What follows belongs to an exercise in optimizing a design on an open flow for small area; a production flow would make more cautious choices.
The RTL was checked by simulation tests, not by an equivalence proof against the original design.
No activity file was given, so power comes from the tool's default toggle rates.

## flow/design.v

```verilog
package emtf_pkg;
	localparam int N_TTC_CMD = 7;  
	localparam int TTC_DEPTH = 4;  
	localparam int LCT_STATIONS = 2;
	localparam int LCT_CHAMBERS = 3;
	localparam int SEG_CH       = 2;  
	localparam int N_STUBS      = LCT_STATIONS * LCT_CHAMBERS * SEG_CH;
	localparam int STUB_W    = 24;
	localparam int CHAMBER_W = SEG_CH * STUB_W;  
	localparam int INJECT_W  = N_STUBS * STUB_W;
	localparam int BW_QL  = 4;
	localparam int BW_CP  = 4;
	localparam int BW_WG  = 7;
	localparam int BW_HS  = 8;
	localparam int QL_LSB = 20;
	localparam int CP_LSB = 16;
	localparam int WG_LSB = 8;  
	localparam int HS_LSB = 0;
	localparam int N_TRACKS = 3;
	localparam int N_FRAMES = 4;  
	localparam int BW_FPH  = 12;  
	localparam int BW_TH   = 7;
	localparam int BW_RANK = 7;
	localparam int BW_PT   = 9;
	localparam int BW_SEG  = 5;
	localparam int BW_SIGN = 6;  
	localparam int OUT_W = 64;
	localparam int HR_CNT_W = 24;
	typedef logic [STUB_W-1:0]    stub_word_t;
	typedef logic [OUT_W-1:0]     out_word_t;
	typedef logic [HR_CNT_W-1:0]  hr_count_t;
	typedef logic [2*OUT_W-1:0]   spy_word_t;  
endpackage
module ttc_cmd_stretch
(
	input  logic clk_160,
	input  logic ttc_hard_reset_rx,
	input  logic ttc_l1a_i,
	input  logic ttc_bc0_i,
	input  logic ttc_resync_i,
	input  logic ttc_ev_cnt_reset_i,
	input  logic ttc_or_cnt_reset_i,
	input  logic ttc_mpc_inject_i,
	input  logic ttc_hard_reset_i,
	input  logic mpc_inj_enable_i,
	input  logic local_inject_i,
	output logic ttc_l1a_o,
	output logic ttc_bc0_o,
	output logic ttc_resync_o,
	output logic ttc_ev_cnt_reset_o,
	output logic ttc_or_cnt_reset_o,
	output logic hard_reset_cmd_o,
	output logic inject_start_o
);
	logic [emtf_pkg::N_TTC_CMD-1:0] ttc_raw;
	logic [emtf_pkg::N_TTC_CMD-1:0] ttc_sr [emtf_pkg::TTC_DEPTH];  
	logic [emtf_pkg::N_TTC_CMD-1:0] ttc_or;
	logic [emtf_pkg::N_TTC_CMD-1:0] ttc_str;
	logic mpc_inject_str;
	assign ttc_raw = {ttc_mpc_inject_i, ttc_or_cnt_reset_i, ttc_ev_cnt_reset_i,
		ttc_bc0_i, ttc_resync_i, ttc_l1a_i, ttc_hard_reset_i};
	always_comb
	begin
		ttc_or = '0;
		for (int s = 1; s < emtf_pkg::TTC_DEPTH; s++)
			ttc_or |= ttc_sr[s];
	end
	always_ff @(posedge clk_160)
	begin
		if (ttc_hard_reset_rx)
		begin
			for (int s = 0; s < emtf_pkg::TTC_DEPTH; s++)
				ttc_sr[s] <= '0;
			ttc_str <= '0;
		end
		else
		begin
			ttc_sr[0] <= ttc_raw;
			for (int s = 1; s < emtf_pkg::TTC_DEPTH; s++)
				ttc_sr[s] <= ttc_sr[s-1];
			ttc_str <= ttc_or;
		end
	end
	assign {mpc_inject_str, ttc_or_cnt_reset_o, ttc_ev_cnt_reset_o,
		ttc_bc0_o, ttc_resync_o, ttc_l1a_o, hard_reset_cmd_o} = ttc_str;
	assign inject_start_o = (mpc_inject_str && mpc_inj_enable_i) || local_inject_i;
endmodule
module link_hr_timer
(
	input  logic                clk_160,
	input  logic                ttc_hard_reset_rx,
	input  logic                hard_reset_cmd_i,  
	input  emtf_pkg::hr_count_t mpc_link_hr_to_i,  
	input  logic                mpc_links_hr_en_i,
	output logic                mpc_links_reset_o
);
	emtf_pkg::hr_count_t hr_cnt;
	emtf_pkg::hr_count_t hr_cnt_nxt;
	always_comb
	begin
		if (hard_reset_cmd_i)
			hr_cnt_nxt = mpc_link_hr_to_i;
		else if (hr_cnt != '0)
			hr_cnt_nxt = hr_cnt - emtf_pkg::hr_count_t'(1);
		else
			hr_cnt_nxt = hr_cnt;
	end
	always_ff @(posedge clk_160)
	begin
		if (ttc_hard_reset_rx)
		begin
			hr_cnt            <= '0;
			mpc_links_reset_o <= 1'b0;
		end
		else
		begin
			hr_cnt            <= hr_cnt_nxt;
			mpc_links_reset_o <= (hr_cnt_nxt != '0) && mpc_links_hr_en_i;  
		end
	end
endmodule
module lct_source_sel
(
	input  logic clk_160,
	input  logic ttc_hard_reset_rx,
	input  logic                                         inj_enable_i,
	input  logic [emtf_pkg::INJECT_W-1:0]                inject_data_i,
	input  emtf_pkg::stub_word_t [emtf_pkg::N_STUBS-1:0] mpc_stub_i,
	output logic [emtf_pkg::N_STUBS*emtf_pkg::BW_QL-1:0] lct_ql_o,
	output logic [emtf_pkg::N_STUBS*emtf_pkg::BW_CP-1:0] lct_cp_o,
	output logic [emtf_pkg::N_STUBS*emtf_pkg::BW_WG-1:0] lct_wg_o,
	output logic [emtf_pkg::N_STUBS*emtf_pkg::BW_HS-1:0] lct_hs_o,
	output logic [emtf_pkg::N_STUBS-1:0]                 lct_vf_o
);
	logic [emtf_pkg::CHAMBER_W-1:0] chamber [emtf_pkg::LCT_STATIONS*emtf_pkg::LCT_CHAMBERS];
	emtf_pkg::stub_word_t           sel_stub [emtf_pkg::N_STUBS];
	always_comb
	begin
		for (int st = 0; st < emtf_pkg::LCT_STATIONS; st++)
		begin
			for (int ch = 0; ch < emtf_pkg::LCT_CHAMBERS; ch++)
			begin
				chamber[st*emtf_pkg::LCT_CHAMBERS+ch] =
					inject_data_i[(st*emtf_pkg::LCT_CHAMBERS+ch)*emtf_pkg::CHAMBER_W +: emtf_pkg::CHAMBER_W];
				for (int sg = 0; sg < emtf_pkg::SEG_CH; sg++)  
				begin
					sel_stub[(st*emtf_pkg::LCT_CHAMBERS+ch)*emtf_pkg::SEG_CH+sg] = inj_enable_i ?
						chamber[st*emtf_pkg::LCT_CHAMBERS+ch][sg*emtf_pkg::STUB_W +: emtf_pkg::STUB_W] :
						mpc_stub_i[(st*emtf_pkg::LCT_CHAMBERS+ch)*emtf_pkg::SEG_CH+sg];
				end
			end
		end
	end
	always_ff @(posedge clk_160)
	begin
		if (ttc_hard_reset_rx)
		begin
			lct_ql_o <= '0;
			lct_cp_o <= '0;
			lct_wg_o <= '0;
			lct_hs_o <= '0;
			lct_vf_o <= '0;
		end
		else
		begin
			for (int i = 0; i < emtf_pkg::N_STUBS; i++)
			begin
				lct_ql_o[i*emtf_pkg::BW_QL +: emtf_pkg::BW_QL] <= sel_stub[i][emtf_pkg::QL_LSB +: emtf_pkg::BW_QL];
				lct_cp_o[i*emtf_pkg::BW_CP +: emtf_pkg::BW_CP] <= sel_stub[i][emtf_pkg::CP_LSB +: emtf_pkg::BW_CP];
				lct_wg_o[i*emtf_pkg::BW_WG +: emtf_pkg::BW_WG] <= sel_stub[i][emtf_pkg::WG_LSB +: emtf_pkg::BW_WG];
				lct_hs_o[i*emtf_pkg::BW_HS +: emtf_pkg::BW_HS] <= sel_stub[i][emtf_pkg::HS_LSB +: emtf_pkg::BW_HS];
				lct_vf_o[i] <= sel_stub[i][emtf_pkg::QL_LSB +: emtf_pkg::BW_QL] != '0;  
			end
		end
	end
endmodule
module track_word_serializer
(
	input  logic clk_160,
	input  logic ttc_hard_reset_rx,
	input  logic [emtf_pkg::N_TRACKS*emtf_pkg::BW_FPH-1:0]    bt_phi_i,
	input  logic [emtf_pkg::N_TRACKS*emtf_pkg::BW_TH-1:0]     bt_theta_i,
	input  logic [emtf_pkg::N_TRACKS*2*emtf_pkg::BW_FPH-1:0]  bt_delta_ph_i,
	input  logic [emtf_pkg::N_TRACKS*2*emtf_pkg::BW_TH-1:0]   bt_delta_th_i,
	input  logic [emtf_pkg::N_TRACKS*emtf_pkg::BW_RANK-1:0]   bt_rank_i,
	input  logic [emtf_pkg::N_TRACKS*emtf_pkg::BW_PT-1:0]     bt_pt_i,
	input  logic [emtf_pkg::N_TRACKS*emtf_pkg::BW_SEG-1:0]    bt_si_i,
	input  logic [emtf_pkg::N_TRACKS*emtf_pkg::BW_SIGN-1:0]   bt_sign_ph_i,
	input  logic [emtf_pkg::N_TRACKS*emtf_pkg::BW_SIGN-1:0]   bt_sign_th_i,
	input  logic [emtf_pkg::N_TRACKS*emtf_pkg::BW_CP-1:0]     bt_cpattern_i,
	output emtf_pkg::out_word_t word0_o,
	output emtf_pkg::out_word_t word1_o,
	output emtf_pkg::spy_word_t spy_word_o
);
	emtf_pkg::out_word_t frame_w0 [emtf_pkg::N_FRAMES];
	emtf_pkg::out_word_t frame_w1 [emtf_pkg::N_FRAMES];
	logic [$clog2(emtf_pkg::N_FRAMES)-1:0] frame;
	emtf_pkg::spy_word_t spy_r;
	emtf_pkg::spy_word_t spy_rr;
	always_comb
	begin
		for (int t = 0; t < emtf_pkg::N_FRAMES; t++)
		begin
			frame_w0[t] = '0;  
			frame_w1[t] = '0;
		end
		for (int t = 0; t < emtf_pkg::N_TRACKS; t++)
		begin
			frame_w0[t] = {
				bt_rank_i[t*emtf_pkg::BW_RANK +: emtf_pkg::BW_RANK],
				bt_delta_th_i[(2*t+1)*emtf_pkg::BW_TH +: emtf_pkg::BW_TH],
				bt_delta_th_i[2*t*emtf_pkg::BW_TH +: emtf_pkg::BW_TH],
				bt_theta_i[t*emtf_pkg::BW_TH +: emtf_pkg::BW_TH],
				bt_delta_ph_i[(2*t+1)*emtf_pkg::BW_FPH +: emtf_pkg::BW_FPH],
				bt_delta_ph_i[2*t*emtf_pkg::BW_FPH +: emtf_pkg::BW_FPH],
				bt_phi_i[t*emtf_pkg::BW_FPH +: emtf_pkg::BW_FPH]
			};
			frame_w1[t] = emtf_pkg::out_word_t'({
				bt_pt_i[t*emtf_pkg::BW_PT +: emtf_pkg::BW_PT],
				bt_si_i[t*emtf_pkg::BW_SEG +: emtf_pkg::BW_SEG],
				bt_sign_th_i[t*emtf_pkg::BW_SIGN +: emtf_pkg::BW_SIGN],
				bt_sign_ph_i[t*emtf_pkg::BW_SIGN +: emtf_pkg::BW_SIGN],
				bt_cpattern_i[t*emtf_pkg::BW_CP +: emtf_pkg::BW_CP]
			});
		end
	end
	always_ff @(posedge clk_160)
	begin
		if (ttc_hard_reset_rx)
		begin
			frame      <= '0;
			word0_o    <= '0;
			word1_o    <= '0;
			spy_r      <= '0;
			spy_rr     <= '0;
			spy_word_o <= '0;
		end
		else
		begin
			word0_o    <= frame_w0[frame];
			word1_o    <= frame_w1[frame];
			frame      <= frame + 1'b1;  
			spy_r      <= {word1_o, word0_o};
			spy_rr     <= spy_r;
			spy_word_o <= spy_rr;
		end
	end
endmodule
module emtf_core_top
(
	input  logic clk_160,
	input  logic ttc_hard_reset_rx,
	input  logic ttc_l1a_i,
	input  logic ttc_bc0_i,
	input  logic ttc_resync_i,
	input  logic ttc_ev_cnt_reset_i,
	input  logic ttc_or_cnt_reset_i,
	input  logic ttc_mpc_inject_i,
	input  logic ttc_hard_reset_i,
	input  logic mpc_inj_enable_i,
	input  logic local_inject_i,
	output logic ttc_l1a_o,
	output logic ttc_bc0_o,
	output logic ttc_resync_o,
	output logic ttc_ev_cnt_reset_o,
	output logic ttc_or_cnt_reset_o,
	output logic inject_start_o,
	input  emtf_pkg::hr_count_t mpc_link_hr_to_i,
	input  logic                mpc_links_hr_en_i,
	output logic                mpc_links_reset_o,
	input  logic                                         inj_enable_i,
	input  logic [emtf_pkg::INJECT_W-1:0]                inject_data_i,
	input  emtf_pkg::stub_word_t [emtf_pkg::N_STUBS-1:0] mpc_stub_i,
	output logic [emtf_pkg::N_STUBS*emtf_pkg::BW_QL-1:0] lct_ql_o,
	output logic [emtf_pkg::N_STUBS*emtf_pkg::BW_CP-1:0] lct_cp_o,
	output logic [emtf_pkg::N_STUBS*emtf_pkg::BW_WG-1:0] lct_wg_o,
	output logic [emtf_pkg::N_STUBS*emtf_pkg::BW_HS-1:0] lct_hs_o,
	output logic [emtf_pkg::N_STUBS-1:0]                 lct_vf_o,
	input  logic [emtf_pkg::N_TRACKS*emtf_pkg::BW_FPH-1:0]    bt_phi_i,
	input  logic [emtf_pkg::N_TRACKS*emtf_pkg::BW_TH-1:0]     bt_theta_i,
	input  logic [emtf_pkg::N_TRACKS*2*emtf_pkg::BW_FPH-1:0]  bt_delta_ph_i,
	input  logic [emtf_pkg::N_TRACKS*2*emtf_pkg::BW_TH-1:0]   bt_delta_th_i,
	input  logic [emtf_pkg::N_TRACKS*emtf_pkg::BW_RANK-1:0]   bt_rank_i,
	input  logic [emtf_pkg::N_TRACKS*emtf_pkg::BW_PT-1:0]     bt_pt_i,
	input  logic [emtf_pkg::N_TRACKS*emtf_pkg::BW_SEG-1:0]    bt_si_i,
	input  logic [emtf_pkg::N_TRACKS*emtf_pkg::BW_SIGN-1:0]   bt_sign_ph_i,
	input  logic [emtf_pkg::N_TRACKS*emtf_pkg::BW_SIGN-1:0]   bt_sign_th_i,
	input  logic [emtf_pkg::N_TRACKS*emtf_pkg::BW_CP-1:0]     bt_cpattern_i,
	output emtf_pkg::out_word_t word0_o,
	output emtf_pkg::out_word_t word1_o,
	output emtf_pkg::spy_word_t spy_word_o
);
	logic hard_reset_cmd;  
	ttc_cmd_stretch ttc_str
	(
		.clk_160 (clk_160), .ttc_hard_reset_rx (ttc_hard_reset_rx),
		.ttc_l1a_i (ttc_l1a_i), .ttc_bc0_i (ttc_bc0_i), .ttc_resync_i (ttc_resync_i),
		.ttc_ev_cnt_reset_i (ttc_ev_cnt_reset_i), .ttc_or_cnt_reset_i (ttc_or_cnt_reset_i),
		.ttc_mpc_inject_i (ttc_mpc_inject_i), .ttc_hard_reset_i (ttc_hard_reset_i),
		.mpc_inj_enable_i (mpc_inj_enable_i), .local_inject_i (local_inject_i),
		.ttc_l1a_o (ttc_l1a_o), .ttc_bc0_o (ttc_bc0_o), .ttc_resync_o (ttc_resync_o),
		.ttc_ev_cnt_reset_o (ttc_ev_cnt_reset_o), .ttc_or_cnt_reset_o (ttc_or_cnt_reset_o),
		.hard_reset_cmd_o (hard_reset_cmd), .inject_start_o (inject_start_o)
	);
	link_hr_timer hr_tmr
	(
		.clk_160 (clk_160), .ttc_hard_reset_rx (ttc_hard_reset_rx),
		.hard_reset_cmd_i (hard_reset_cmd), .mpc_link_hr_to_i (mpc_link_hr_to_i),
		.mpc_links_hr_en_i (mpc_links_hr_en_i), .mpc_links_reset_o (mpc_links_reset_o)
	);
	lct_source_sel lct_sel
	(
		.clk_160 (clk_160), .ttc_hard_reset_rx (ttc_hard_reset_rx),
		.inj_enable_i (inj_enable_i), .inject_data_i (inject_data_i),
		.mpc_stub_i (mpc_stub_i),
		.lct_ql_o (lct_ql_o), .lct_cp_o (lct_cp_o), .lct_wg_o (lct_wg_o),
		.lct_hs_o (lct_hs_o), .lct_vf_o (lct_vf_o)
	);
	track_word_serializer tws
	(
		.clk_160 (clk_160), .ttc_hard_reset_rx (ttc_hard_reset_rx),
		.bt_phi_i (bt_phi_i), .bt_theta_i (bt_theta_i),
		.bt_delta_ph_i (bt_delta_ph_i), .bt_delta_th_i (bt_delta_th_i),
		.bt_rank_i (bt_rank_i), .bt_pt_i (bt_pt_i), .bt_si_i (bt_si_i),
		.bt_sign_ph_i (bt_sign_ph_i), .bt_sign_th_i (bt_sign_th_i),
		.bt_cpattern_i (bt_cpattern_i),
		.word0_o (word0_o), .word1_o (word1_o), .spy_word_o (spy_word_o)
	);
endmodule
```

## flow/run.sh

```bash
#!/bin/bash
# synth_recipe.tcl (not shown) runs the flow's synth.tcl, then flattens the netlist and writes it again
# the make line also repeats each setting of config.mk as NAME=value (left out here)
make -C /OpenROAD-flow-scripts/flow DESIGN_CONFIG=/design/flow/config.mk WORK_HOME=/design/flow/orfs CLKGATE_MAP_FILE= SYNTH_SCRIPT=/design/flow/synth_recipe.tcl finish
```

## flow/config.mk

```make
export PLATFORM = sky130hd
export DESIGN_NAME = emtf_core_top
export DESIGN_NICKNAME = emtf_core_top
export VERILOG_FILES = /design/flow/design.v
export SDC_FILE = /design/flow/constraint.sdc
export NUM_CORES = 4
export LEC_CHECK = 0
export CAP_MARGIN = 20
export CORE_AREA = 10 10 410 410
export DIE_AREA = 0 0 420 420
export PLACE_DENSITY = 0.4
export SLEW_MARGIN = 20
```

## flow/constraint.sdc

```tcl
create_clock -name core_clock -period 6.25 [get_ports {clk_160}]
set_input_delay 1.2500 -clock core_clock [delete_from_list [all_inputs] [get_ports {clk_160}]]
set_output_delay 1.2500 -clock core_clock [all_outputs]
set_load 0.01 [all_outputs]
```

==> impl_metrics.py, run 1 <==
metrics = {
    "timing": {
        "maxSlewHeadroom_pct": 32.6,
        "finClkSkew_ns": 0.0446,
        "setup_violations": 0,
        "finalSetupTns_ns": 0,
        "fin_crit_ns": 3.73,
        "worst_pin_slew_ns": 1.01,
        "max_freq_mhz": 268,
        "rsz0062_at_grt": "false",
        "finalHoldViolCount": 0,
        "slew_viol_final": 0,
        "period_share_pct": 59.7,
    },
    "yosys": {
        "synth-seq-cells": 726,
        "synthCells": 2452,
        "synth_edf_count": 0,
        "synth_cell_types": 58,
        "synth_top_area_share_pct": 58.4,
        "seq_area_frac_synth_pct": 58.4,
        "syn_area_mm2": 0.0249,
        "synth_warnings": 9,
        "syn_avg_cell_area_um2": 10.2,
        "synth_top_area_cell": "dfxtp_1",
        "synth_area_leaders": "dfxtp_1, mux2i_1, nor2b_1",
        "synth-async-reset-ratio_pct": 0,
        "synthFlopType": "dfxtp_1",
    },
    "floorplanning": {
        "pin_count": 1446,
        "die_h_um": 420,
        "initial_core_util_pct": 15.7,
        "dieWidth_um": 420,
        "fp.dieArea_mm2": 0.176,
        "rows": 146,
        "coreArea_mm2": 0.159,
    },
    "finish": {
        "drive_above_1_share_pct": 4.40,
        "fin_nets": 4649,
        "layout_common_cells": "clkdlybuf4s50_1, dfxtp_1, nor2_1",
        "final_common_cell": "clkdlybuf4s50_1",
        "post-route-cell-area_mm2": 0.0435,
        "syn_to_final_growth_pct": 74.6,
    },
    "clocking": {
        "cts_buffers": 89,
        "cts.sinks": 726,
        "clk_pin_slew_ns": 0.06,
        "clock_latency_ns": 0.68,
        "htreeDepth": 3,
        "cts_root_buffer": "clkbuf_16",
        "postCtsResizedCells": 0,
        "clk_path_buf_depth": 3,
        "cts_tree": "built",
        "cts_setup_buffers": 0,
        "postCtsHoldBufs": 0,
    },
    "place": {
        "hpwl_um": 138000,
        "placed_cell_area_mm2": 0.0404,
        "io_buffers": 1353,
        "gp_congestion": 0.887,
    },
    "route": {
        "drt_first_pass_iters": 5,
        "vias_per_cell": 3.80,
        "drtIter0Drc": 1219,
        "drc": 0,
        "highest_layer": "met5",
        "wl_met3_um": 14700,
        "dr_wl_met2_um": 84400,
        "drt_wl_total_um": 164000,
        "wl_per_cell_um": 27.7,
        "vias": 22400,
        "drt-met1-wl_um": 60600,
        "ant_nets": 0,
    },
    "grt": {
        "grt_pass1_vias": 22500,
        "grt_max_degree": 162,
        "gr-usage-all-layers_pct": 17.4,
        "grt_pass1_wl_um": 208000,
        "grt_overflow_total": 0,
        "grt_antenna_before_repair": 97,
    },
    "setup_path": {
        "worstSetupStartpointType": "input pin",
        "cp.arrival_ns": 2.48,
        "required_ns": 5.00,
        "worstSetupPathType": "in2out",
        "cp-end-kind": "output pin",
        "crit_fanout": 1,
    },
    "min_path": {
        "hold_class": "reg2reg",
    },
    "run_status": {
        "status": "no timing/DRC/antenna violations",
    },
    "power_and_ir_drop": {
        "peakVddDrop_mv": 0.198,
        "p_leak_nw": 17.0,
        "power_density_mw_per_mm2": 299,
    },
    "run": {
        "cap_violations": 0,
    },
}
[state kept, by name (all words and copies together), names as in the netlist, 7 cells and up]
signal / cells
tws.word0_o: 64
lct_sel.lct_cp_o: 48
lct_sel.lct_vf_o: 12
lct_sel.lct_wg_o: 84
ttc_str.ttc_str: 7
tws.spy_r: 94
lct_sel.lct_ql_o: 48
tws.word1_o: 30
tws.spy_word_o: 94
hr_tmr.hr_cnt: 24
ttc_str.ttc_sr: 28
tws.spy_rr: 94
lct_sel.lct_hs_o: 96
[worst paths after layout]
| kind | startpoint | slack [ns] | to | cells past startpoint |
|---|---|---|---|---|
| min | tws.spy_r[81] | 0.41 | tws.spy_rr[81] | 1 |
| min reg2reg | tws.spy_r[81] | 0.41 | tws.spy_rr[81] | 1 |
| max reg2reg | hr_tmr.hr_cnt[3] | 2.92 | hr_tmr.mpc_links_reset_o | 7 |
| max | local_inject_i | 2.52 | inject_start_o | 3 |
[synth_stat cells, types with 2 or more instances]
cell type and instances:
and2_1 3, buf_4 68, nand3_1 3, a21oi_1 105
a22oi_1 96, o31ai_1 5, o21a_1 6, xnor2_1 3
a211oi_1 14, nor3_1 20, o31a_1 4, dfxtp_1 726
a2111oi_0 2, inv_1 8, or4b_1 2, nor2_1 519
and3_1 3, or3_1 2, mux2i_1 278, nand2_1 10
a31oi_1 4, nor4b_1 3, nand4b_1 2, o41ai_1 3
xor2_1 5, nor2b_1 313, nand4_1 6, ha_1 5
nor4_1 19, or4_1 15, nand2b_1 3, a221oi_1 2
buf_1 43, clkbuf_1 122, o211ai_1 2, nor4_2 3
o21ai_0 4
[worst max-delay path, stage by stage]
cell             delay [ns]
clkdlybuf4s50_1        0.59
a21o_1                 0.11
clkdlybuf4s50_1        0.53
[layer usage]
layer  global-route usage [%]  vias up
met5                        0        -
met3                     6.33      271
met1                     18.9    10500
met4                     3.53       42
li1                         -    10600
met2                     32.0      998
[report_power, final]
group / internal, mW / leakage, nW / switching, mW
registers: 4.94 / 5.98 / 0.171
logic: 1.29 / 9.53 / 1.28
clock network: 3.14 / 1.47 / 2.17
[through the flow]
step	utilization (%)	total power, mW	cells	hold WS (ns)	setup WS, ns
after CTS	27.4	13.2	5888	0.402	2.49
after global routing	27.4	13.6	5889	0.423	2.51
after floorplan	-	6.34	2519	0.414	3.50
after detailed placement	25.5	7.79	5730	0.421	2.49
after global placement	25.5	7.79	5730	0.416	2.49
final	27.4	13.0	5900	0.410	2.52
[kinds of logic (layout without fill, tap and decap cells)]
family | count (synthesis) | in the layout | share of synthesized area [%]
AOI/OAI and AO/OA | 258 | 258 | 6.80
other | 1 | 80 | 0.0151
adders and majority gates | 5 | 5 | 0.251
muxes | 278 | 278 | 11.2
DFF | 726 | 726 | 58.4
and+or+nand+nor | 933 | 933 | 18.4
xor gates and xnor gates | 8 | 8 | 0.281
buffers and inverters | 243 | 1540 | 4.72
[area by class of cell]
class | instances | area, µm²
Sequential cell | 726 | 14500
Clock inverter | 21 | 380
Clock buffer | 137 | 2650
Antenna cell | 12 | 30.0
Timing Repair Buffer | 1373 | 13800
Fill cell | 16900 | 115000
Tap cell | 2072 | 2590
Multi-Input combinational cell | 1550 | 9480
Inverter | 9 | 33.8
==> inputs of run 2 (changes only) <==
--- a/flow/design.v
+++ b/flow/design.v
@@ -69,15 +69,6 @@
 	begin
-		if (ttc_hard_reset_rx)
-		begin
-			for (int s = 0; s < emtf_pkg::TTC_DEPTH; s++)
-				ttc_sr[s] <= '0;
-			ttc_str <= '0;
-		end
-		else
-		begin
-			ttc_sr[0] <= ttc_raw;
-			for (int s = 1; s < emtf_pkg::TTC_DEPTH; s++)
-				ttc_sr[s] <= ttc_sr[s-1];
-			ttc_str <= ttc_or;
-		end
+		ttc_sr[0] <= ttc_hard_reset_rx ? '0 : ttc_raw;
+		for (int s = 1; s < emtf_pkg::TTC_DEPTH; s++)
+			ttc_sr[s] <= ttc_sr[s-1];
+		ttc_str <= ttc_hard_reset_rx ? '0 : ttc_or;
 	end
@@ -98,2 +89,5 @@
 	emtf_pkg::hr_count_t hr_cnt_nxt;
+	logic                hr_en_r;
+	logic                hr_cnt_nz;
+	assign hr_cnt_nz = hr_cnt != '0;
 	always_comb
@@ -102,3 +96,3 @@
 			hr_cnt_nxt = mpc_link_hr_to_i;
-		else if (hr_cnt != '0)
+		else if (hr_cnt_nz)
 			hr_cnt_nxt = hr_cnt - emtf_pkg::hr_count_t'(1);
@@ -110,12 +104,8 @@
 		if (ttc_hard_reset_rx)
-		begin
-			hr_cnt            <= '0;
-			mpc_links_reset_o <= 1'b0;
-		end
+			hr_cnt <= '0;
 		else
-		begin
-			hr_cnt            <= hr_cnt_nxt;
-			mpc_links_reset_o <= (hr_cnt_nxt != '0) && mpc_links_hr_en_i;  
-		end
+			hr_cnt <= hr_cnt_nxt;
+		hr_en_r <= mpc_links_hr_en_i;
 	end
+	assign mpc_links_reset_o = hr_cnt_nz && hr_en_r;
 endmodule
@@ -134,20 +124,7 @@
 );
-	logic [emtf_pkg::CHAMBER_W-1:0] chamber [emtf_pkg::LCT_STATIONS*emtf_pkg::LCT_CHAMBERS];
-	emtf_pkg::stub_word_t           sel_stub [emtf_pkg::N_STUBS];
+	emtf_pkg::stub_word_t sel_stub [emtf_pkg::N_STUBS];
 	always_comb
 	begin
-		for (int st = 0; st < emtf_pkg::LCT_STATIONS; st++)
-		begin
-			for (int ch = 0; ch < emtf_pkg::LCT_CHAMBERS; ch++)
-			begin
-				chamber[st*emtf_pkg::LCT_CHAMBERS+ch] =
-					inject_data_i[(st*emtf_pkg::LCT_CHAMBERS+ch)*emtf_pkg::CHAMBER_W +: emtf_pkg::CHAMBER_W];
-				for (int sg = 0; sg < emtf_pkg::SEG_CH; sg++)  
-				begin
-					sel_stub[(st*emtf_pkg::LCT_CHAMBERS+ch)*emtf_pkg::SEG_CH+sg] = inj_enable_i ?
-						chamber[st*emtf_pkg::LCT_CHAMBERS+ch][sg*emtf_pkg::STUB_W +: emtf_pkg::STUB_W] :
-						mpc_stub_i[(st*emtf_pkg::LCT_CHAMBERS+ch)*emtf_pkg::SEG_CH+sg];
-				end
-			end
-		end
+		for (int i = 0; i < emtf_pkg::N_STUBS; i++)
+			sel_stub[i] = inj_enable_i ? inject_data_i[i*emtf_pkg::STUB_W +: emtf_pkg::STUB_W] : mpc_stub_i[i];
 	end
@@ -155,22 +132,15 @@
 	begin
-		if (ttc_hard_reset_rx)
+		for (int i = 0; i < emtf_pkg::N_STUBS; i++)
 		begin
-			lct_ql_o <= '0;
-			lct_cp_o <= '0;
-			lct_wg_o <= '0;
-			lct_hs_o <= '0;
-			lct_vf_o <= '0;
-		end
-		else
-		begin
-			for (int i = 0; i < emtf_pkg::N_STUBS; i++)
-			begin
-				lct_ql_o[i*emtf_pkg::BW_QL +: emtf_pkg::BW_QL] <= sel_stub[i][emtf_pkg::QL_LSB +: emtf_pkg::BW_QL];
-				lct_cp_o[i*emtf_pkg::BW_CP +: emtf_pkg::BW_CP] <= sel_stub[i][emtf_pkg::CP_LSB +: emtf_pkg::BW_CP];
-				lct_wg_o[i*emtf_pkg::BW_WG +: emtf_pkg::BW_WG] <= sel_stub[i][emtf_pkg::WG_LSB +: emtf_pkg::BW_WG];
-				lct_hs_o[i*emtf_pkg::BW_HS +: emtf_pkg::BW_HS] <= sel_stub[i][emtf_pkg::HS_LSB +: emtf_pkg::BW_HS];
-				lct_vf_o[i] <= sel_stub[i][emtf_pkg::QL_LSB +: emtf_pkg::BW_QL] != '0;  
-			end
+			lct_ql_o[i*emtf_pkg::BW_QL +: emtf_pkg::BW_QL] <= sel_stub[i][emtf_pkg::QL_LSB +: emtf_pkg::BW_QL];
+			lct_cp_o[i*emtf_pkg::BW_CP +: emtf_pkg::BW_CP] <= sel_stub[i][emtf_pkg::CP_LSB +: emtf_pkg::BW_CP];
+			lct_wg_o[i*emtf_pkg::BW_WG +: emtf_pkg::BW_WG] <= sel_stub[i][emtf_pkg::WG_LSB +: emtf_pkg::BW_WG];
+			lct_hs_o[i*emtf_pkg::BW_HS +: emtf_pkg::BW_HS] <= sel_stub[i][emtf_pkg::HS_LSB +: emtf_pkg::BW_HS];
 		end
 	end
+	always_comb
+	begin
+		for (int i = 0; i < emtf_pkg::N_STUBS; i++)
+			lct_vf_o[i] = lct_ql_o[i*emtf_pkg::BW_QL +: emtf_pkg::BW_QL] != '0;
+	end
 endmodule
@@ -194,17 +164,17 @@
 );
-	emtf_pkg::out_word_t frame_w0 [emtf_pkg::N_FRAMES];
-	emtf_pkg::out_word_t frame_w1 [emtf_pkg::N_FRAMES];
+	localparam int W1_W = emtf_pkg::BW_PT + emtf_pkg::BW_SEG + 2*emtf_pkg::BW_SIGN + emtf_pkg::BW_CP;
+	emtf_pkg::out_word_t     track_w0 [emtf_pkg::N_TRACKS];
+	logic [W1_W-1:0]         track_w1 [emtf_pkg::N_TRACKS];
+	logic [emtf_pkg::N_TRACKS-1:0] take;  
 	logic [$clog2(emtf_pkg::N_FRAMES)-1:0] frame;
-	emtf_pkg::spy_word_t spy_r;
-	emtf_pkg::spy_word_t spy_rr;
+	emtf_pkg::out_word_t     w0_nxt;
+	logic [W1_W-1:0]         w1_nxt;
+	logic [W1_W-1:0]         word1_r;
+	emtf_pkg::spy_word_t     spy_r;
+	emtf_pkg::spy_word_t     spy_rr;
 	always_comb
 	begin
-		for (int t = 0; t < emtf_pkg::N_FRAMES; t++)
-		begin
-			frame_w0[t] = '0;  
-			frame_w1[t] = '0;
-		end
 		for (int t = 0; t < emtf_pkg::N_TRACKS; t++)
 		begin
-			frame_w0[t] = {
+			track_w0[t] = {
 				bt_rank_i[t*emtf_pkg::BW_RANK +: emtf_pkg::BW_RANK],
@@ -217,3 +187,3 @@
 			};
-			frame_w1[t] = emtf_pkg::out_word_t'({
+			track_w1[t] = {
 				bt_pt_i[t*emtf_pkg::BW_PT +: emtf_pkg::BW_PT],
@@ -223,26 +193,30 @@
 				bt_cpattern_i[t*emtf_pkg::BW_CP +: emtf_pkg::BW_CP]
-			});
+			};
 		end
 	end
-	always_ff @(posedge clk_160)
+	always_comb
 	begin
-		if (ttc_hard_reset_rx)
+		for (int t = 0; t < emtf_pkg::N_TRACKS; t++)
+			take[t] = (frame == t) && !ttc_hard_reset_rx;
+		w0_nxt = '0;
+		w1_nxt = '0;
+		for (int t = 0; t < emtf_pkg::N_TRACKS; t++)
 		begin
-			frame      <= '0;
-			word0_o    <= '0;
-			word1_o    <= '0;
-			spy_r      <= '0;
-			spy_rr     <= '0;
-			spy_word_o <= '0;
+			w0_nxt |= track_w0[t] & {emtf_pkg::OUT_W{take[t]}};
+			w1_nxt |= track_w1[t] & {W1_W{take[t]}};
 		end
+	end
+	always_ff @(posedge clk_160)
+	begin
+		if (ttc_hard_reset_rx)
+			frame <= '0;
 		else
-		begin
-			word0_o    <= frame_w0[frame];
-			word1_o    <= frame_w1[frame];
-			frame      <= frame + 1'b1;  
-			spy_r      <= {word1_o, word0_o};
-			spy_rr     <= spy_r;
-			spy_word_o <= spy_rr;
-		end
+			frame <= frame + 1'b1;  
+		word0_o    <= w0_nxt;
+		word1_r    <= w1_nxt;
+		spy_r      <= {word1_o, word0_o};
+		spy_rr     <= spy_r;
+		spy_word_o <= spy_rr;
 	end
+	assign word1_o = emtf_pkg::out_word_t'(word1_r);  
 endmodule
==> flow/flow/run.sh (new file) <==
#!/bin/bash
# The standard layout, with the ports buffered by the smallest buffer
# and non-critical cells downsized after global routing.
set -euo pipefail
export BUFFER_PORTS_ARGS="-buffer_cell sky130_fd_sc_hd__buf_1"
export RECOVER_POWER=100
bash standard.sh finish > standard.log 2>&1
==> flow/standard.sh (new file) <==
#!/bin/bash
# synth_recipe.tcl (not shown) runs the flow's synth.tcl, then flattens the netlist and writes it again
# the make line also repeats each setting of config.mk as NAME=value (left out here)
make -C /OpenROAD-flow-scripts/flow DESIGN_CONFIG=/design/flow/config.mk WORK_HOME=/design/flow/orfs CLKGATE_MAP_FILE= SYNTH_SCRIPT=/design/flow/synth_recipe.tcl "${@:-finish}"
--- a/flow/config.mk
+++ b/flow/config.mk
@@ -9,2 +9,3 @@
 export CORE_AREA = 10 10 410 410
+export CTS_BUF_LIST = sky130_fd_sc_hd__clkbuf_4 sky130_fd_sc_hd__clkbuf_8
 export DIE_AREA = 0 0 420 420
removed: flow/run.sh
==> impl_metrics.py, run 2 <==
metrics = {
    "floorplanning": {
        "coreArea_mm2": 0.159,
        "initial_core_util_pct": 13.0,
        "die_h_um": 420,
        "rows": 146,
        "dieWidth_um": 420,
        "pin_count": 1446,
        "fp.dieArea_mm2": 0.176,
    },
    "setup_path": {
        "crit_slowest_cell": "nor2b_1",
        "cp_cell_sequence": "clkbuf_2, clkbuf_1, nor2b_1, clkbuf_2, a22oi_1, nand2_1",
        "worstSetupPathType": "in2reg",
        "cp.arrival_ns": 5.89,
        "worstSetupStartpointType": "input pin",
        "required_ns": 7.00,
        "crit_fanout": 71,
        "cpMostUsedCell": "clkbuf_2",
        "cp-end-kind": "flop",
        "critPathMaxStageDelay_ns": 1.63,
    },
    "power_and_ir_drop": {
        "p_sw_share_pct": 27.7,
        "p_comb_share_pct": 11.3,
        "intPower_mw": 8.09,
        "peakVddDrop_mv": 0.181,
        "netSwitchingPower_mw": 3.10,
        "power_density_mw_per_mm2": 364,
        "p_leak_nw": 11.5,
        "seq_power_share_pct": 46.5,
        "power_frac_clock_pct": 42.1,
    },
    "place": {
        "place_ws_ns": 2.70,
        "io_buffers": 1353,
        "hpwl_um": 132000,
        "gp_congestion": 0.964,
    },
    "yosys": {
        "synth_cell_types": 38,
        "synth-compound-area-share_pct": 4.20,
        "synthCells": 1584,
        "synth-async-reset-ratio_pct": 0,
        "synth_edf_count": 0,
        "synthFlopType": "dfxtp_1",
        "seq_area_frac_synth_pct": 69.2,
        "synth_warnings": 8,
        "synth_area_leaders": "dfxtp_1, mux2_2, nand2_1",
        "synth_top_area_share_pct": 69.2,
        "synth_top_family_by_area": "multiplexers",
        "synthMuxAreaShare_pct": 15.1,
        "yosys.area_share.simple_pct": 6.48,
        "synthXorXnorAreaFrac_pct": 0.890,
        "synth-seq-cells": 714,
        "syn_area_mm2": 0.0207,
        "synth_top_area_cell": "dfxtp_1",
        "syn_avg_cell_area_um2": 13.0,
        "synth_fa_ha_area_share_pct": 0.303,
        "synth.most_common_cell": "dfxtp_1",
        "synth.top_cells.by_count": "dfxtp_1, mux2_2, nand2_1, a22oi_1, buf_4",
    },
    "route": {
        "ant_nets": 0,
        "drt_first_pass_iters": 5,
        "vias": 18200,
        "drtIter0Drc": 1216,
        "vias_per_cell": 3.49,
        "drt_wl_total_um": 150000,
        "wl_per_cell_um": 28.8,
        "drc": 0,
    },
    "grt": {
        "grt_antenna_before_repair": 142,
        "gr-usage-all-layers_pct": 16.0,
        "grt_pass1_wl_um": 184000,
        "grt_overflow_total": 0,
        "grt_pass1_vias": 18300,
        "grt_max_degree": 128,
    },
    "finish": {
        "multi_input_area_mm2": 0.00584,
        "layout_common_cells": "buf_1, dfxtp_1, mux2_2",
        "syn_to_final_growth_pct": 48.9,
        "largest_reg_flops": 96,
        "drive_above_1_share_pct": 15.9,
        "final_common_cell": "buf_1",
        "layout.area.seq_mm2": 0.0143,
        "max_flop_register": "lct_sel.lct_hs_o",
        "fin_util_pct": 19.4,
        "fin_nets": 3908,
        "n_fill_cell": 17900,
    },
    "clocking": {
        "cts_root_buffer": "clkbuf_8",
        "clock_latency_ns": 0.83,
        "cts_buffers": 132,
        "postCtsHoldBufs": 0,
        "postCtsResizedCells": 0,
        "cts.sinks": 714,
        "clk_path_buf_depth": 3,
        "cts_setup_buffers": 0,
        "clk_pin_slew_ns": 0.06,
        "htreeDepth": 4,
        "cts_tree": "built",
    },
    "timing": {
        "rsz0062_at_grt": "false",
        "slew_viol_final": 296,
        "fin_crit_ns": 5.14,
        "period_share_pct": 82.3,
        "setup_violations": 0,
        "finalSetupTns_ns": 0,
        "finalHoldViolCount": 0,
        "fin_ws_ns": 1.11,
        "maxSlewHeadroom_pct": -64.9,
        "worst_pin_slew_ns": 2.47,
        "finClkSkew_ns": 0.0374,
        "max_freq_mhz": 194,
    },
    "run_status": {
        "status": "failed layout checks",
        "violations": "capacitance limit, slew limit",
    },
    "run": {
        "cap_violations": 7,
    },
    "min_path": {
        "hold_class": "reg2reg",
    },
}
==> run 2: changes by cell type in the layout (fill, tap and decap cells not counted), moves of 258 or more <==
cell | previous run | this run
clkdlybuf4s50_1 | 1351 | 0
buf_1 | 0 | 1279
nor2_1 | 519 | 19
nor2b_1 | 313 | 10
mux2i_1 | 278 | 1
mux2_2 | 0 | 258
==> run 2: cell type report <==
cell class | instances | area share, %
Antenna cell | 43 | 0.350
Clock buffer | 185 | 7.69
Clock inverter | 35 | 1.27
Inverter | 5 | 0.0610
Multi-Input combinational cell | 795 | 19.0
Sequential cell | 714 | 46.5
Tap cell | 2072 | 8.43
Timing Repair Buffer | 1360 | 16.8
==> run 2: metal layers <==
layer / track usage (%) / routed length, µm / up-vias
met4: 5.99 / 4660 / 16
li1: - / - / 8145
met3: 7.14 / 15900 / 344
met2: 27.2 / 74300 / 1211
met1: 17.1 / 55000 / 8459
met5: 2.51 / 337 / -
==> run 2: power groups by stage <==
stage | combinational (mW) | clock (mW) | sequential, mW
after floorplan | 0.464 | 0 | 5.37
after global placement | 1.29 | 0 | 5.30
after detailed placement | 1.29 | 0 | 5.31
after CTS | 1.30 | 4.92 | 5.22
after global routing | 1.38 | 5.10 | 5.25
final | 1.27 | 4.72 | 5.21
==> run 2: worst max-delay path, delay by kind of cell <==
kind / cells / cell delay, ns
AOI/OAI and AO/OA: 1 / 0.46
and+or+nand+nor: 2 / 1.84
buffers and inverters: 3 / 2.13
==> run 2: stage by stage <==
| stage | area, µm² | hold WS [ns] | power, mW | std cells |
|---|---|---|---|---|
| after floorplan | 20900 | 0.310 | 5.83 | 1651 |
| after global placement | 28000 | 0.310 | 6.60 | 4946 |
| after detailed placement | 28000 | 0.312 | 6.60 | 4946 |
| after CTS | 30700 | 0.296 | 11.4 | 5166 |
| after global routing | 30700 | 0.306 | 11.7 | 5198 |
| final | 30800 | 0.308 | 11.2 | 5209 |
==> run 2: logic make-up after synthesis <==
family / Yosys count
other: 1
and+or+nand+nor: 302
xor gates and xnor gates: 21
adders and majority gates: 5
DFF: 714
buffers and inverters: 142
AOI/OAI and AO/OA: 122
muxes: 277
==> run 2: worst paths after layout <==
check,startpoint,end,slack [ns],cells after the start
setup / recovery,ttc_hard_reset_rx,tws.word0_o[4],1.11,6
hold / removal,tws.spy_rr[56],tws.spy_word_o[56],0.31,0
setup reg to reg,tws.frame[0],tws.word0_o[4],2.05,6
hold reg to reg,tws.spy_rr[56],tws.spy_word_o[56],0.31,0
==> inputs of run 3 (changes only) <==
--- a/flow/config.mk
+++ b/flow/config.mk
@@ -8,6 +8,6 @@
 export CAP_MARGIN = 20
-export CORE_AREA = 10 10 410 410
+export CORE_AREA = 5 5 295 295
 export CTS_BUF_LIST = sky130_fd_sc_hd__clkbuf_4 sky130_fd_sc_hd__clkbuf_8
-export DIE_AREA = 0 0 420 420
-export PLACE_DENSITY = 0.4
+export DIE_AREA = 0 0 300 300
+export PLACE_DENSITY = 0.6
 export SLEW_MARGIN = 20
==> impl_metrics.py, run 3 <==
metrics = {
    "yosys": {
        "seq_area_frac_synth_pct": 69.2,
        "synthFlopType": "dfxtp_1",
        "synth.most_common_cell": "dfxtp_1",
        "synth-async-reset-ratio_pct": 0,
        "synth_area_leaders": "dfxtp_1, mux2_2, nand2_1",
        "synth_edf_count": 0,
        "synth_warnings": 8,
        "synth_top_area_share_pct": 69.2,
        "synthCells": 1584,
        "synth_top_area_cell": "dfxtp_1",
        "synth_cell_types": 38,
        "syn_area_mm2": 0.0207,
        "synth-seq-cells": 714,
        "syn_avg_cell_area_um2": 13.0,
        "synth.top_cells.by_count": "dfxtp_1, mux2_2, nand2_1, a22oi_1, buf_4",
    },
    "run_status": {
        "toolErrorMsg": "[ERROR PPL-0024] Number of IO pins (1446) exceeds maximum number of available positions (1082). Increase the die perimeter from 1200.00um to 1966.56um.",
        "flow.stopped_at": "I/O pin placement (3_2_place_iop)",
        "status": "stopped before the end",
    },
    "floorplanning": {
        "rows": 106,
        "die_h_um": 300,
        "initial_core_util_pct": 24.7,
        "dieWidth_um": 300,
    },
}
## run 3: cell counts after synthesis
Identical to the previous run, type by type.
## run 3: cells by family after synthesis
kind of cell	after synthesis	synth area share (%)
adders and majority gates	5	0.303
AOI/OAI and AO/OA	122	4.20
and+or+nand+nor	302	6.48
other	1	0.0181
muxes	277	15.1
DFF	714	69.2
buffers and inverters	142	3.86
xor gates and xnor gates	21	0.890

## afterwards: timing with drivers on the ports
The flow's constraints put no driver on any port. The routed layouts listed below were extracted and timed again, unchanged, in two steps. Step 1: set_driving_cell puts a clkbuf_16 on clk_160 and a buf_2 on each other input, an assumption about the parent block. Step 2, shift: input delay + t, output delay - t, t = (earliest + latest rising clock arrival at the registers) / 2. This alone moves slack from input paths to output paths. Slacks: ideal / step 1 / step 2; pairs: ideal / step 1.
run	t (ns)	setup WS [ns]	hold slack, ns	worst setup path after step 2
run 1	0.755	2.518 / 2.485 / 2.485	0.410 / 0.410 / 0.410	input to output
run 2	0.891	1.107 / 1.152 / 0.260	0.308 / 0.308 / 0.308	input to register
For run 2, which loses most, drivers alone change the setup slack by +0.045 ns; drivers and shift together by -0.847 ns.
